This is an optimization exercise on Yosys and OpenROAD, whose aim is small area, a short achievable clock period and few clock cycles per item, not a production implementation.
RTL that was checked went through simulation tests only; none was proved equivalent to the original.
No functional check of the RTL was part of run 1.
The flow treats the clock pin as an ideal source, which a real chip does not have.
Power is estimated from default activity; no workload was simulated.

### flow/config.mk
export PLATFORM = sky130hd
export DESIGN_NAME = smallest_free_id_allocator
export DESIGN_NICKNAME = smallest_free_id_allocator
export VERILOG_FILES = /design/flow/design.v
export SDC_FILE = /design/flow/constraint.sdc
export NUM_CORES = 4
export LEC_CHECK = 0
export CAP_MARGIN = 20
export CORE_MARGIN = 2
export CORE_UTILIZATION = 60
export CTS_CLUSTER_DIAMETER = 90
export CTS_CLUSTER_SIZE = 24
export PLACE_DENSITY = 0.66
export SETUP_SLACK_MARGIN = 3.0
export SLEW_MARGIN = 20
### flow/constraint.sdc
create_clock -name core_clock -period 6.0 [get_ports {clk}]
set_input_delay 1.2000 -clock core_clock [delete_from_list [all_inputs] [get_ports {clk}]]
set_output_delay 1.2000 -clock core_clock [all_outputs]
set_load 0.01 [all_outputs]
### flow/design.v
package sfid_pkg;
	localparam int VALUE_W = 11;
	localparam int TDATA_W = 16;
	localparam int WORD_W   = 64;
	localparam int BIT_W    = 6;
	localparam logic OP_TAKE = 1'b0;
	localparam logic OP_GIVE = 1'b1;
	localparam logic ST_IDLE   = 1'b0;
	localparam logic ST_MODIFY = 1'b1;
endpackage
import sfid_pkg::*;
module smallest_free_id_allocator #(
	parameter int VALUE_MAX = 1024
) (
	input  logic               clk,
	input  logic               arst_n,
	input  logic               s_tvalid,
	output logic               s_tready,
	input  logic [TDATA_W-1:0] s_tdata,    
	input  logic               s_tuser,    
	output logic               m_tvalid,
	input  logic               m_tready,
	output logic [TDATA_W-1:0] m_tdata,    
	output logic               m_tuser     
);
	localparam int NWORDS  = (VALUE_MAX + WORD_W) / WORD_W;
	localparam int WIDX_W  = (NWORDS > 1) ? $clog2(NWORDS) : 1;
	localparam int FRESH_W = $clog2(VALUE_MAX + 2);
	function automatic logic [NWORDS-1:0] lowest_w(input logic [NWORDS-1:0] v);
		logic              seen;
		logic [NWORDS-1:0] r;
		seen = 1'b0;
		for (int i = 0; i < NWORDS; i++) begin
			r[i] = v[i] && !seen;
			seen = seen | v[i];
		end
		lowest_w = r;
	endfunction
	logic               s_tready_q;
	logic               in_v_q;
	logic               in_op_q;
	logic [BIT_W-1:0]   in_bit_q;            
	logic [NWORDS-1:0]  in_dec_q;            
	logic [WIDX_W-1:0]  in_val_w_q;          
	logic               in_ok_q;             
	logic               in_low_q;            
	logic               in_same_q;           
	logic [NWORDS-1:0]  wen_q;               
	logic               wbh_q;               
	logic [NWORDS-1:0]  rsel_q;              
	logic               hd_v_q, sk_v_q;
	logic [VALUE_W-1:0] hd_val_q, sk_val_q;
	logic               hd_exh_q, sk_exh_q;
	logic [FRESH_W-1:0] fresh_q;
	logic [NWORDS-1:0]  flag_q;              
	logic [NWORDS-1:0]  low_q;               
	logic               any_q;               
	logic [WORD_W-1:0]  hot_q;               
	logic               two_q;               
	logic [NWORDS-1:0]  f2_q;                
	logic               pend_v_q;
	logic [WIDX_W-1:0]  pend_w_q;
	logic [7:0]         pend_g_q;
	logic [NWORDS*WORD_W-1:0] mem_q;         
	logic               take, give, tk_hit, gv_hit, drain, accept;
	logic               fresh_ok, fresh_inc;
	logic [FRESH_W-1:0] fresh_d;
	logic [NWORDS-1:0]  low2, low3;
	logic [WORD_W-1:0]  gv_bit;
	logic [WORD_W-1:0]  rd_word;
	logic [WORD_W-1:0]  below;
	logic [WORD_W-1:0]  hot_rest;
	logic [WORD_W-1:0]  hot_low;
	logic               hot_three;           
	logic [NWORDS-1:0]  f2_d, f2;
	logic [NWORDS-1:0]  pend_dec;
	logic [7:0]         gv_g;
	logic [BIT_W-1:0]   hot_idx;
	logic [WIDX_W-1:0]  low_idx;
	logic [WORD_W-1:0]  wr_data;
	logic [NWORDS-1:0]  flag_d, low_d, low2_d;
	logic               any_d, two_d;
	logic               in_v_d, in_op_d, sk_v_d;
	logic [VALUE_W-1:0] s_val;
	logic [NWORDS-1:0]  s_dec, s_below;
	logic               s_ok, s_low, s_same, s_give;
	logic [VALUE_W-1:0] res_val;
	logic               res_exh;
	logic               push, pop;
	assign take     = in_v_q && (in_op_q == OP_TAKE) && !sk_v_q;
	assign give     = in_v_q && (in_op_q == OP_GIVE);
	assign tk_hit   = take && any_q;
	assign gv_hit   = give && in_ok_q;
	assign drain    = tk_hit && !two_q;
	assign s_tready = s_tready_q;
	assign accept   = s_tvalid && s_tready_q;
	assign in_v_d  = accept || (in_v_q && !take && !give);
	assign in_op_d = accept ? s_tuser : in_op_q;
	assign fresh_ok  = (32'(fresh_q) <= VALUE_MAX);
	assign fresh_inc = take && !any_q && fresh_ok;
	assign fresh_d   = fresh_inc ? fresh_q + FRESH_W'(1) : fresh_q;
	assign s_val  = s_tdata[VALUE_W-1:0];
	assign s_give = accept && (s_tuser == OP_GIVE);
	assign s_ok   = (s_val != '0) && (fresh_inc ? (32'(s_val) <= 32'(fresh_q))
	                                            : (32'(s_val) < 32'(fresh_q)));
	always_comb begin
		for (int i = 0; i < NWORDS; i++) begin
			s_dec[i]   = (32'(s_val >> BIT_W) == i);
			s_below[i] = (32'(s_val >> BIT_W) > i);
		end
	end
	assign s_low  = !(|(flag_d & s_below));
	assign s_same = |(low_d & s_dec);
	always_ff @(posedge clk or negedge arst_n) begin
		if (!arst_n) begin
			s_tready_q <= 1'b0;
			in_v_q     <= 1'b0;
		end else begin
			s_tready_q <= !in_v_d || in_op_d || !sk_v_d;
			in_v_q     <= in_v_d;
		end
	end
	always_ff @(posedge clk) begin
		if (accept) begin
			in_op_q  <= s_tuser;
			in_bit_q <= s_val[BIT_W-1:0];
			in_dec_q <= s_dec;
			in_val_w_q <= WIDX_W'(s_val >> BIT_W);
			in_ok_q  <= s_ok;
		end
		in_low_q  <= s_low;
		in_same_q <= s_same;
		wen_q     <= s_give ? (s_low ? (s_same ? '0 : low_d) : s_dec) : '0;
		wbh_q     <= s_low;
		rsel_q    <= (in_op_d == OP_GIVE) ? (s_dec & flag_d) : low2_d;
	end
	logic [WORD_W-1:0] pre;
	always_comb begin
		pre = hot_q;
		for (int k = 1; k < WORD_W; k = k * 2) begin
			for (int i = 0; i < WORD_W; i++) begin
				if ((i / k) % 2 == 1) begin
					pre[i] = pre[i] | pre[(i / k) * k - 1];
				end
			end
		end
		below = {pre[WORD_W-2:0], 1'b0};
	end
	assign hot_rest = hot_q & below;
	assign hot_low  = hot_q & ~below;
	logic [WORD_W-1:0] ha, ht, hh;
	always_comb begin
		ha = hot_q;
		ht = '0;
		hh = '0;
		for (int n = WORD_W / 2; n >= 1; n = n / 2) begin
			for (int i = 0; i < n; i++) begin
				hh[i] = hh[2*i] | hh[2*i+1] | (ht[2*i] & ha[2*i+1]) | (ha[2*i] & ht[2*i+1]);
				ht[i] = ht[2*i] | ht[2*i+1] | (ha[2*i] & ha[2*i+1]);
				ha[i] = ha[2*i] | ha[2*i+1];
			end
		end
		hot_three = hh[0];
	end
	logic [WORD_W-1:0]       ia;
	logic [WORD_W*BIT_W-1:0] ix;
	always_comb begin
		ia = hot_q;
		ix = '0;
		for (int l = 0; l < BIT_W; l++) begin
			for (int i = 0; i < (WORD_W >> (l + 1)); i++) begin
				ix[i*BIT_W +: BIT_W] = ia[2*i] ? ix[2*i*BIT_W +: BIT_W]
				                               : (ix[(2*i+1)*BIT_W +: BIT_W] | BIT_W'(1 << l));
				ia[i] = ia[2*i] | ia[2*i+1];
			end
		end
		hot_idx = ix[BIT_W-1:0];
	end
	always_comb begin
		low_idx = '0;
		for (int i = 0; i < NWORDS; i++) begin
			if (low_q[i]) begin
				low_idx = low_idx | WIDX_W'(i);
			end
		end
		for (int i = 0; i < WORD_W; i++) begin
			gv_bit[i] = (in_bit_q == BIT_W'(i));
		end
	end
	assign low2 = lowest_w(flag_q & ~low_q);
	assign low3 = lowest_w(flag_q & ~low_q & ~low2);
	always_comb begin
		for (int g = 0; g < 8; g++) begin
			gv_g[g] = |(rd_word[g*8 +: 8] & ~gv_bit[g*8 +: 8]);
		end
		for (int i = 0; i < NWORDS; i++) begin
			pend_dec[i] = pend_v_q && (32'(pend_w_q) == i);
		end
	end
	assign f2 = (f2_q & ~pend_dec) | ((|pend_g_q) ? pend_dec : '0);
	always_comb begin
		rd_word = '0;
		for (int i = 0; i < NWORDS; i++) begin
			rd_word = rd_word | (rsel_q[i] ? mem_q[i*WORD_W +: WORD_W] : '0);
		end
	end
	assign wr_data = wbh_q ? hot_q : (rd_word | gv_bit);
	generate
		for (genvar w = 0; w < NWORDS; w++) begin : g_word
			for (genvar b = 0; b < WORD_W; b++) begin : g_bit
				if (w * WORD_W + b >= 1 && w * WORD_W + b <= VALUE_MAX) begin : g_used
					always_ff @(posedge clk) begin
						if (wen_q[w] && in_ok_q) begin
							mem_q[w*WORD_W+b] <= wr_data[b];
						end
					end
				end else begin : g_unused
					assign mem_q[w*WORD_W+b] = 1'b0;
				end
			end
		end
	endgenerate
	always_comb begin
		flag_d = flag_q;
		low_d  = low_q;
		any_d  = any_q;
		low2_d = low2;
		two_d  = two_q;
		f2_d   = f2;
		if (tk_hit) begin
			if (two_q) begin
				two_d  = hot_three;
			end else begin
				flag_d = flag_q & ~low_q;
				low_d  = low2;
				any_d  = |low2;
				low2_d = low3;
				two_d  = |(f2 & low2);
			end
		end
		if (gv_hit) begin
			flag_d = flag_q | in_dec_q;
			any_d  = 1'b1;
			if (in_low_q) begin
				f2_d   = (f2 & ~low_q) | (two_q ? low_q : '0);
				low_d  = in_dec_q;
				low2_d = lowest_w((flag_q | in_dec_q) & ~in_dec_q);
				two_d  = in_same_q && |(hot_q & ~gv_bit);
			end else begin
				low2_d = lowest_w((flag_q | in_dec_q) & ~low_q);
			end
		end
	end
	always_ff @(posedge clk or negedge arst_n) begin
		if (!arst_n) begin
			fresh_q <= FRESH_W'(1);
			flag_q  <= '0;
			low_q   <= '0;
			any_q   <= 1'b0;
			two_q   <= 1'b0;
			f2_q    <= '0;
		end else begin
			fresh_q <= fresh_d;
			flag_q  <= flag_d;
			low_q   <= low_d;
			any_q   <= any_d;
			two_q   <= two_d;
			f2_q    <= f2_d;
		end
	end
	always_ff @(posedge clk or negedge arst_n) begin
		if (!arst_n) begin
			pend_v_q <= 1'b0;
		end else begin
			pend_v_q <= gv_hit && !in_low_q;
		end
	end
	always_ff @(posedge clk) begin
		pend_w_q <= WIDX_W'(in_val_w_q);
		pend_g_q <= gv_g;
	end
	always_ff @(posedge clk) begin
		if (tk_hit) begin
			hot_q <= two_q ? hot_rest : rd_word;
		end else if (gv_hit && in_low_q && !in_same_q) begin
			hot_q <= gv_bit;
		end else begin
			hot_q <= hot_q | ((gv_hit && in_same_q) ? gv_bit : '0);
		end
	end
	assign res_val = any_q ? VALUE_W'((32'(low_idx) << BIT_W) | 32'(hot_idx))
	                       : (fresh_ok ? VALUE_W'(fresh_q) : '0);
	assign res_exh = !any_q && !fresh_ok;
	assign push    = take;
	assign pop     = hd_v_q && m_tready;
	assign sk_v_d  = (!hd_v_q || pop) ? 1'b0 : (sk_v_q || push);
	always_ff @(posedge clk or negedge arst_n) begin
		if (!arst_n) begin
			hd_v_q <= 1'b0;
			sk_v_q <= 1'b0;
		end else begin
			if (!hd_v_q || pop) begin
				hd_v_q <= push || sk_v_q;
			end
			sk_v_q <= sk_v_d;
		end
	end
	always_ff @(posedge clk) begin
		if (!hd_v_q || pop) begin
			if (sk_v_q) begin
				hd_val_q <= sk_val_q;
				hd_exh_q <= sk_exh_q;
			end else begin
				hd_val_q <= res_val;
				hd_exh_q <= res_exh;
			end
		end
		if (push) begin
			sk_val_q <= res_val;
			sk_exh_q <= res_exh;
		end
	end
	assign m_tvalid = hd_v_q;
	assign m_tdata  = TDATA_W'(hd_val_q);
	assign m_tuser  = hd_exh_q;
endmodule
### flow/run.sh
#!/bin/bash
# synth_recipe.tcl (not shown) runs the flow's synth.tcl, then flattens the netlist and writes it again
# the make line also repeats each setting of config.mk as NAME=value (left out here)
make -C /OpenROAD-flow-scripts/flow DESIGN_CONFIG=/design/flow/config.mk WORK_HOME=/design/flow/orfs CLKGATE_MAP_FILE= SYNTH_SCRIPT=/design/flow/synth_recipe.tcl finish
==> results of run 1 <==
per-layer routing:
layer | wire length, microns | vias to the layer above | part of all wire [%] | GRT usage [%]
li1 | - | 15984 | - | -
met1 | 70000 | 19604 | 37 | 56.8
met2 | 84400 | 3237 | 44 | 62.1
met3 | 25900 | 560 | 14 | 9.06
met4 | 9750 | 2 | 5.1 | 16.8
met5 | 11 | - | 0.0058 | 0
kinds of logic (layout without fill, tap and decap cells):
| logic type | after synthesis | in the layout | synth area share [%] |
|---|---|---|---|
| muxes | 76 | 76 | 1.55 |
| DFF | 1260 | 1260 | 68.5 |
| buffers and inverters | 378 | 419 | 2.87 |
| adders and majority gates | 32 | 32 | 0.665 |
| AOI/OAI and AO/OA | 1212 | 1212 | 16.3 |
| other | 1 | 8 | 0.00707 |
| and+or+nand+nor | 1056 | 1059 | 9.88 |
| xor gates and xnor gates | 11 | 11 | 0.182 |
flip-flops by register name (all words and copies together), names as in the netlist, 17 cells and up:
signal    count
hot_q        64
rsel_q       17
f2_q         17
low_q        17
in_dec_q     17
wen_q        17
mem_q      1024
flag_q       17
worst paths after layout:
check	start	to
max in group asynchronous	arst_n	low_q[10]
min reg2reg	in_val_w_q[1]	pend_w_q[1]
max reg2reg	in_bit_q[1]	two_q
min in group asynchronous	arst_n	hd_v_q
min	in_val_w_q[1]	pend_w_q[1]
max	in_bit_q[1]	two_q
through the flow:
| stage | hold slack [ns] | setup slack (ns) | power, uW | cell area, sq um | utilization, % |
|---|---|---|---|---|---|
| after CTS | 0.362 | 2.97 | 25400 | 58400 | 66.3 |
| after global routing | 0.364 | 2.83 | 26700 | 58800 | 66.8 |
| after floorplan | 0.323 | 2.95 | 16900 | 53100 | - |
| after global placement | 0.329 | 1.04 | 20000 | 54600 | 62.0 |
| final | 0.359 | 2.85 | 26000 | 58800 | 66.8 |
| after detailed placement | 0.336 | 0.990 | 20200 | 54600 | 62.0 |
power groups by stage:
stage | Combinational (uW) | Clock (uW) | Sequential, uW
after floorplan | 5020 | 0 | 11900
after global placement | 6990 | 0 | 13000
after detailed placement | 7210 | 0 | 13000
after CTS | 7800 | 4710 | 12900
after global routing | 8660 | 5000 | 13000
final | 8230 | 4730 | 13000
area by class of cell:
class	instances	area share (%)
flip-flops and latches	1260	62.0
multi-input cells	2395	28.1
clock buffers	104	2.87
repair buffers	228	3.76
inverters	75	0.485
clock inverters	12	0.264
diodes	3	0.0128
well taps	1165	2.48
worst max-delay path, delay by kind of cell (launching register included):
kind	cells	cell delay, ns
AND/OR/NAND/NOR	6	1.71
AO/OA/AOI/OAI	2	0.21
buffers and inverters	3	0.68
flip-flops	1	0.38
repair_timing:
item | CTS | global route
setup endpoints to repair | 469 | 298
hold endpoints to repair | 0 | 0
setup buffers | 78 | 9
gates cloned | 2 | 6
resized for setup | 290 | 55
pin swaps | 45 | 21
cells in the final DEF (no fill, tap or decap), types with 18 or more instances in the layout:
cell | Yosys | final
nor2_2 | 0 | 19
a22oi_1 | 371 | 361
mux2i_1 | 26 | 26
clkbuf_16 | 0 | 64
dfrtp_1 | 68 | 60
clkdlybuf4s50_1 | 0 | 23
dfxtp_1 | 114 | 66
a221oi_1 | 85 | 85
o211ai_1 | 28 | 28
a22o_1 | 97 | 96
clkbuf_1 | 230 | 43
nor4_1 | 50 | 35
nor3_1 | 64 | 55
nand2b_1 | 28 | 21
nand3_1 | 151 | 150
nand2_1 | 260 | 258
nand4_1 | 77 | 77
o21ai_0 | 150 | 143
maj3_1 | 19 | 19
inv_1 | 73 | 73
buf_4 | 12 | 152
o221ai_1 | 56 | 56
edfxtp_1 | 1077 | 1077
dfxtp_2 | 0 | 25
buf_12 | 0 | 19
a21oi_1 | 157 | 144
o22ai_1 | 62 | 54
nor2b_1 | 45 | 43
a31oi_1 | 35 | 30
dfxtp_4 | 0 | 23
o31ai_1 | 24 | 18
mux2_2 | 50 | 50
nor2_1 | 255 | 233
==> out/metrics.yaml, run 1 <==
fillers: 6244
synth_warnings: 64
drive_gt1_share_pct: 14.7
yosysUniqueCellTypes: 93
max-cap-violations: 0
wl_per_cell_microns: 36.2
port_buffers: 29
holdBufCountCts: 0
endpoint_kind: "register"
yosysMostFrequentCell: "edfxtp_1"
grt_usage_pct: 40.6
fin_nets: 4055
path_class: "register to register"
grt-ovfl-total: 0
start_util_pct: 60.3
gp_congestion: 1.05
ys_seq_elements: 1260
slowest_delay_ns: 0.57
first_pass_iters: 7
status: "complete, no violations"
skew_ns: 0.0524
dp_hpwl_mm: 111
antenna_found_initial: 7
cts_tree: "done"
p_sw_share_pct: 38.3
drv_slew: 0
synth_ff_type: "edfxtp_1"
synth_area_sq_um: 53100
rsz0062_at_grt: "yes"
clock.fmax_mhz: 317
grt_pass1_vias: 37208
multiInputGateArea_sq_um: 16500
clockPowerShare_pct: 18.2
setup_tns_ns: 0
combPwrFrac_pct: 31.7
std_cell_rows: 109
path_max_fanout: 11
tightest_slew_ns: 1.24
seqPwrFrac_pct: 50.1
cts.sinks: 1260
cp_slowest_cell: "nor3_1"
setup_viol: 0
clockRootBuffer: "clkbuf_16"
r2r_slack_ns: 2.85
ys_top_cells_by_area: "edfxtp_1 61%, a22oi_1 5.2%, dfxtp_1 4.3%"
die_h_microns: 301
die-area_sq_um: 90800
vias: 39387
hold_path_depth: 0
postSynthAreaPerCell_sq_um: 13.2
max-slew-margin-rel_pct: 17.5
vias_per_cell: 7.51
synthCells: 4026
cts_htree_levels: 2
dp.cells: 5027
pwr_density_cell_nw_per_um2: 442
synth_edf_count: 1077
clk_pin_slew_worst_paths_ns: 0.10
fin_crit_ns: 3.15
critPathLaunchType: "register"
r2r_cells: 11
ir_drop_mv: 0.285
yosysTopAreaCell: "edfxtp_1"
drc_errors: 0
ant_nets: 0
clockBufferDepth: 3
synth-seq-area-share_pct: 68.5
wl_mm: 190
finalHoldViolCount: 0
p_leak_uw: 0.0188
async_flop_share_pct: 5.48
grt_start_max_net_pins: 70
power_switching_uw: 9950
cp_common_cell: "buf_4"
syn_to_final_growth_pct: 10.8
finalCritPeriodShare_pct: 52.6
yosysTopAreaCellShare_pct: 61.0
synthTopCellsByCount: "1,077 x edfxtp_1, 371 x a22oi_1, 260 x nand2_1"
path_cells: "buf_4 > buf_6 > nand2b_1 > nor3_1 > buf_4 > nand2_1 > a21oi_1 > nand4_1 > nor4_1 > and3_2 > a211oi_2"
required_ns: 6.54
insertion_delay_ns: 0.71
p_int_uw: 16000
cts_inserted_buffers: 61
cp.arrival_ns: 3.69
grt_pass1_wl_mm: 264
die_w_microns: 301
core_sq_um: 88000
drt_iter0_markers: 6527
io-pin-count: 40
fin_cells: 5242
regArea_sq_um: 36500
hold_class: "register to register"
==> run 2: changes to the inputs <==
--- a/flow/design.v
+++ b/flow/design.v
@@ -132,3 +132,3 @@
 		in_same_q <= s_same;
-		wen_q     <= s_give ? (s_low ? (s_same ? '0 : low_d) : s_dec) : '0;
+		wen_q     <= (s_give && s_ok) ? (s_low ? (s_same ? '0 : low_d) : s_dec) : '0;
 		wbh_q     <= s_low;
@@ -212,3 +212,3 @@
 					always_ff @(posedge clk) begin
-						if (wen_q[w] && in_ok_q) begin
+						if (wen_q[w]) begin
 							mem_q[w*WORD_W+b] <= wr_data[b];
==> flow/flow/run.sh (new file) <==
#!/bin/bash
# The standard layout (standard.sh), with two changes to its timing repair:
# the resizer may change a cell's footprint (MATCH_CELL_FOOTPRINT=0), and
# after the cts step's repair, flow/post_cts.tcl runs that repair again
# (POST_CTS_TCL). Detailed placement after each repair legalizes as usual.
set -euo pipefail
hook="$(pwd)/flow/post_cts.tcl"
sed "s|CLKGATE_MAP_FILE= |CLKGATE_MAP_FILE= MATCH_CELL_FOOTPRINT=0 POST_CTS_TCL=$hook |" standard.sh > standard_mod.sh
grep -q 'MATCH_CELL_FOOTPRINT=0 POST_CTS_TCL=' standard_mod.sh
bash standard_mod.sh finish > standard_mod.log 2>&1
test -s out/final.def
==> flow/flow/post_cts.tcl (new file) <==
# Sourced by ORFS's cts step after its own timing repair (POST_CTS_TCL):
# run the same repair twice more from where it stopped, each followed by
# detailed placement to legalize, as the cts step does.
for {set i 0} {$i < 2} {incr i} {
  log_cmd estimate_parasitics -placement
  repair_timing_helper
  set result [catch { detailed_placement } msg]
  if { $result != 0 } {
    error "Detailed placement failed after extra repair: $msg"
  }
  check_placement -verbose
}
log_cmd estimate_parasitics -placement
==> flow/standard.sh (new file) <==
#!/bin/bash
# synth_recipe.tcl (not shown) runs the flow's synth.tcl, then flattens the netlist and writes it again
# the make line also repeats each setting of config.mk as NAME=value (left out here)
make -C /OpenROAD-flow-scripts/flow DESIGN_CONFIG=/design/flow/config.mk WORK_HOME=/design/flow/orfs CLKGATE_MAP_FILE= SYNTH_SCRIPT=/design/flow/synth_recipe.tcl "${@:-finish}"
--- a/flow/config.mk
+++ b/flow/config.mk
@@ -9,6 +9,5 @@
 export CORE_MARGIN = 2
-export CORE_UTILIZATION = 60
+export CORE_UTILIZATION = 55
 export CTS_CLUSTER_DIAMETER = 90
 export CTS_CLUSTER_SIZE = 24
-export PLACE_DENSITY = 0.66
 export SETUP_SLACK_MARGIN = 3.0
removed: flow/run.sh
==> out/metrics.yaml, run 2 <==
status: "complete, no violations"  # unchanged
synth_area_sq_um: 52400  # was 53,100 sq um
dp.cells: 5084  # was 5,027
yosysTopAreaCellShare_pct: 61.7  # was 61.0%
r2r_cells: 11  # unchanged
max-cap-violations: 0  # unchanged
hold_path_depth: 0  # unchanged
ant_nets: 0  # unchanged
dp_hpwl_mm: 116  # was 111 mm
layout_common_cells: "1,077 x edfxtp_1, 354 x a22oi_1, 258 x nor2_1, 203 x nand2_1, 188 x buf_4"  # was 1,077 x edfxtp_1, 361 x a22oi_1, 258 x nand2_1, 233 x nor2_1, 152 x buf_4
cts.sinks: 1260  # unchanged
grt_start_max_net_pins: 70  # unchanged
vias_per_cell: 7.33  # was 7.51
postSynthAreaPerCell_sq_um: 13.3  # was 13.2 sq um
yosysUniqueCellTypes: 95  # was 93
antenna_found_initial: 6  # was 7
place_area_sq_um: 54400  # was 54,600 sq um
grt_pass1_wl_mm: 269  # was 264 mm
ys_seq_elements: 1260  # unchanged
tightest_slew_ns: 1.07  # was 1.24 ns
yosysTopAreaCell: "edfxtp_1"  # unchanged
path_class: "register to register"  # unchanged
largest_reg_flops: 1024  # unchanged
async_flop_share_pct: 5.48  # unchanged
top_register: "mem_q"  # unchanged
critPathLaunchType: "register"  # unchanged
start_util_pct: 55.3  # was 60.3%
drive_gt1_share_pct: 16.1  # was 14.7%
pwr_density_cell_nw_per_um2: 493  # was 442 nW/um^2
cts_tree: "done"  # unchanged
io-pin-count: 40  # unchanged
grt_pass1_vias: 37174  # was 37,208
die-area_sq_um: 97800  # was 90,800 sq um
final_common_cell: "edfxtp_1"  # unchanged
skew_ns: 0.0247  # was 0.0524 ns
std_cell_rows: 113  # was 109
clk_pin_slew_worst_paths_ns: 0.10  # about the same
rsz0062_at_grt: "yes"  # unchanged
vias: 38790  # was 39,387
synthTopCellsByCount: "1,077 x edfxtp_1, 358 x a22oi_1, 306 x nor2_1"  # was 1,077 x edfxtp_1, 371 x a22oi_1, 260 x nand2_1
synth-seq-area-share_pct: 69.4  # was 68.5%
ir_drop_mv: 0.296  # was 0.285 mV
hold_class: "register to register"  # unchanged
max-slew-margin-rel_pct: 28.2  # was 17.5%
synth_ff_type: "edfxtp_1"  # unchanged
die_h_microns: 313  # was 301 microns
insertion_delay_ns: 0.70  # was 0.71 ns
finalHoldViolCount: 0  # unchanged
path_max_fanout: 6  # was 11
drv_slew: 0  # unchanged
setup_tns_ns: 0  # unchanged
grt_usage_pct: 38.5  # was 40.6%
fin_cells: 5292  # was 5,242
post-route-cell-area_sq_um: 58700  # was 58,800 sq um
endpoint_kind: "register"  # unchanged
holdWs_ns: 0.349  # was 0.359 ns
required_ns: 6.59  # was 6.54 ns
gp_congestion: 1.08  # was 1.05
synth_edf_count: 1077  # unchanged
wl_mm: 195  # was 190 mm
grt-ovfl-total: 0  # unchanged
port_buffers: 29  # unchanged
ys_top_cells_by_area: "edfxtp_1 62%, a22oi_1 5.1%, dfxtp_1 4.4%"  # was edfxtp_1 61%, a22oi_1 5.2%, dfxtp_1 4.3%
fin_crit_ns: 3.22  # was 3.15 ns
cp.arrival_ns: 3.81  # was 3.69 ns
drc_errors: 0  # unchanged
core_sq_um: 94700  # was 88,000 sq um
yosysMostFrequentCell: "edfxtp_1"  # unchanged
synth_warnings: 64  # unchanged
setup_viol: 0  # unchanged
fin_nets: 4022  # was 4,055
clock.fmax_mhz: 311  # was 317 MHz
top_regs: "mem_q (1024), hot_q (64)"  # unchanged
fillers: 7123  # was 6,244
finalCritPeriodShare_pct: 53.6  # was 52.6%
die_w_microns: 313  # was 301 microns
p_leak_uw: 0.0190  # was 0.0188 uW
synthCells: 3944  # was 4,026
first_pass_iters: 6  # was 7
syn_to_final_growth_pct: 12.0  # was 10.8%
wl_per_cell_microns: 36.8  # was 36.2 microns
design_power_total_uw: 29000  # was 26,000 uW
drt_iter0_markers: 5991  # was 6,527
-- run 2: changes by cell type after synthesis, moves of 8 or more --
cell and delta:
nand2_1 -51, nor2_1 +51, mux2_2 -18, a31oi_1 +17, o21ai_0 +16, nand3_1 +15, nor4_1 -14, a22oi_1 -13
and2_1 -13, o22ai_1 -13, o32ai_1 +11, a221oi_1 +8, a2bb2oi_1 +8
-- run 2: critical path, stage by stage, from the launching register on --
cell and delay [ns]:
edfxtp_1 0.34, buf_4 0.19, buf_4 0.14, nand2_1 0.11
nor2_1 0.76, nand2_1 0.36, a22oi_1 0.31, nand4_1 0.14
nor4_2 0.30, buf_4 0.20, a21oi_1 0.12, o31a_1 0.13
-- run 2: cell type report --
| cell class | count | area [sq um] | area share, % |
|---|---|---|---|
| sequential | 1260 | 36500 | 62.2 |
| multi-input combinational | 2327 | 15900 | 27.1 |
| timing repair buffer | 259 | 2390 | 4.07 |
| clock inverter | 18 | 277 | 0.471 |
| clock buffer | 86 | 1750 | 2.98 |
| inverter | 74 | 282 | 0.480 |
| antenna | 3 | 7.51 | 0.0128 |
| tap | 1265 | 1580 | 2.70 |
-- run 2: worst paths after layout --
| kind | start | end | slack [ns] |
|---|---|---|---|
| max in group asynchronous | arst_n | low_q[8] | 4.50 |
| worst min-delay path | in_val_w_q[4] | pend_w_q[4] | 0.35 |
| min in group asynchronous | arst_n | hd_v_q | 0.73 |
| worst min register to register | in_val_w_q[4] | pend_w_q[4] | 0.35 |
| worst max-delay path | in_bit_q[1] | two_q | 2.78 |
| worst max register to register | in_bit_q[1] | two_q | 2.78 |
-- run 2: report_power, final --
group	total, uW	switching (uW)	internal [uW]	leakage, uW
clock	5070	2880	2190	0.000967
combinational	10700	7670	3040	0.00640
sequential	13200	1130	12000	0.0116
-- run 2: layer usage --
metal  GRT usage (%)  wire length [microns]  vias up
met5               0                     37        -
met3            7.83                  23800      586
met1            52.0                  71000    19498
met4            18.7                  11400        6
li1                -                      -    15752
met2            60.1                  88500     2948
-- run 2: cell families after synthesis --
logic type | Yosys count | share of synthesized area [%]
other | 1 | 0.00715
multiplexers | 61 | 1.24
AND/OR/NAND/NOR | 1003 | 9.23
XOR/XNOR | 12 | 0.201
AO/OA/AOI/OAI | 1217 | 16.6
flip-flops | 1260 | 69.4
adder cells (fa/ha/maj) | 25 | 0.539
buffers and inverters | 365 | 2.83
-- run 2: metrics by stage --
step | worst slack, ns | util [%]
final | 2.78 | 62.0
after global routing | 2.76 | 62.0
after detailed placement | 1.39 | 57.5
after global placement | 1.39 | 57.4
after floorplan | 2.85 | -
Testbench counts of run 2, summed over its fixed seeds: cycles 19,280, items 19,264.

[re-timing with driven ports]
Ports are ideal in the flow. The routed layouts listed here were re-timed in OpenROAD. Step 1, drivers: a clkbuf_16 drives clk and a buf_2 each remaining input, both assumed. Step 2 adds t to the input delays and takes it off the output delays; t is the mean of the earliest and latest rising clock arrival at the registers after step 1. Input paths then give back, and output paths get back, about the clock's delay inside the block. Three values: no drivers, after step 1, after step 2; two values: the first two.
| run | shift t [ns] | slack for setup (ns) | worst setup path after step 2 |
|---|---|---|---|
| run 1 | 0.748 | 2.846 / 2.846 / 2.364 | input to register |
| run 2 | 0.756 | 2.783 / 2.783 / 2.214 | input to register |
After both steps every run listed still meets setup and hold. For run 2, which loses most, drivers alone change the setup slack by 0.000 ns; drivers and shift together by -0.569 ns.
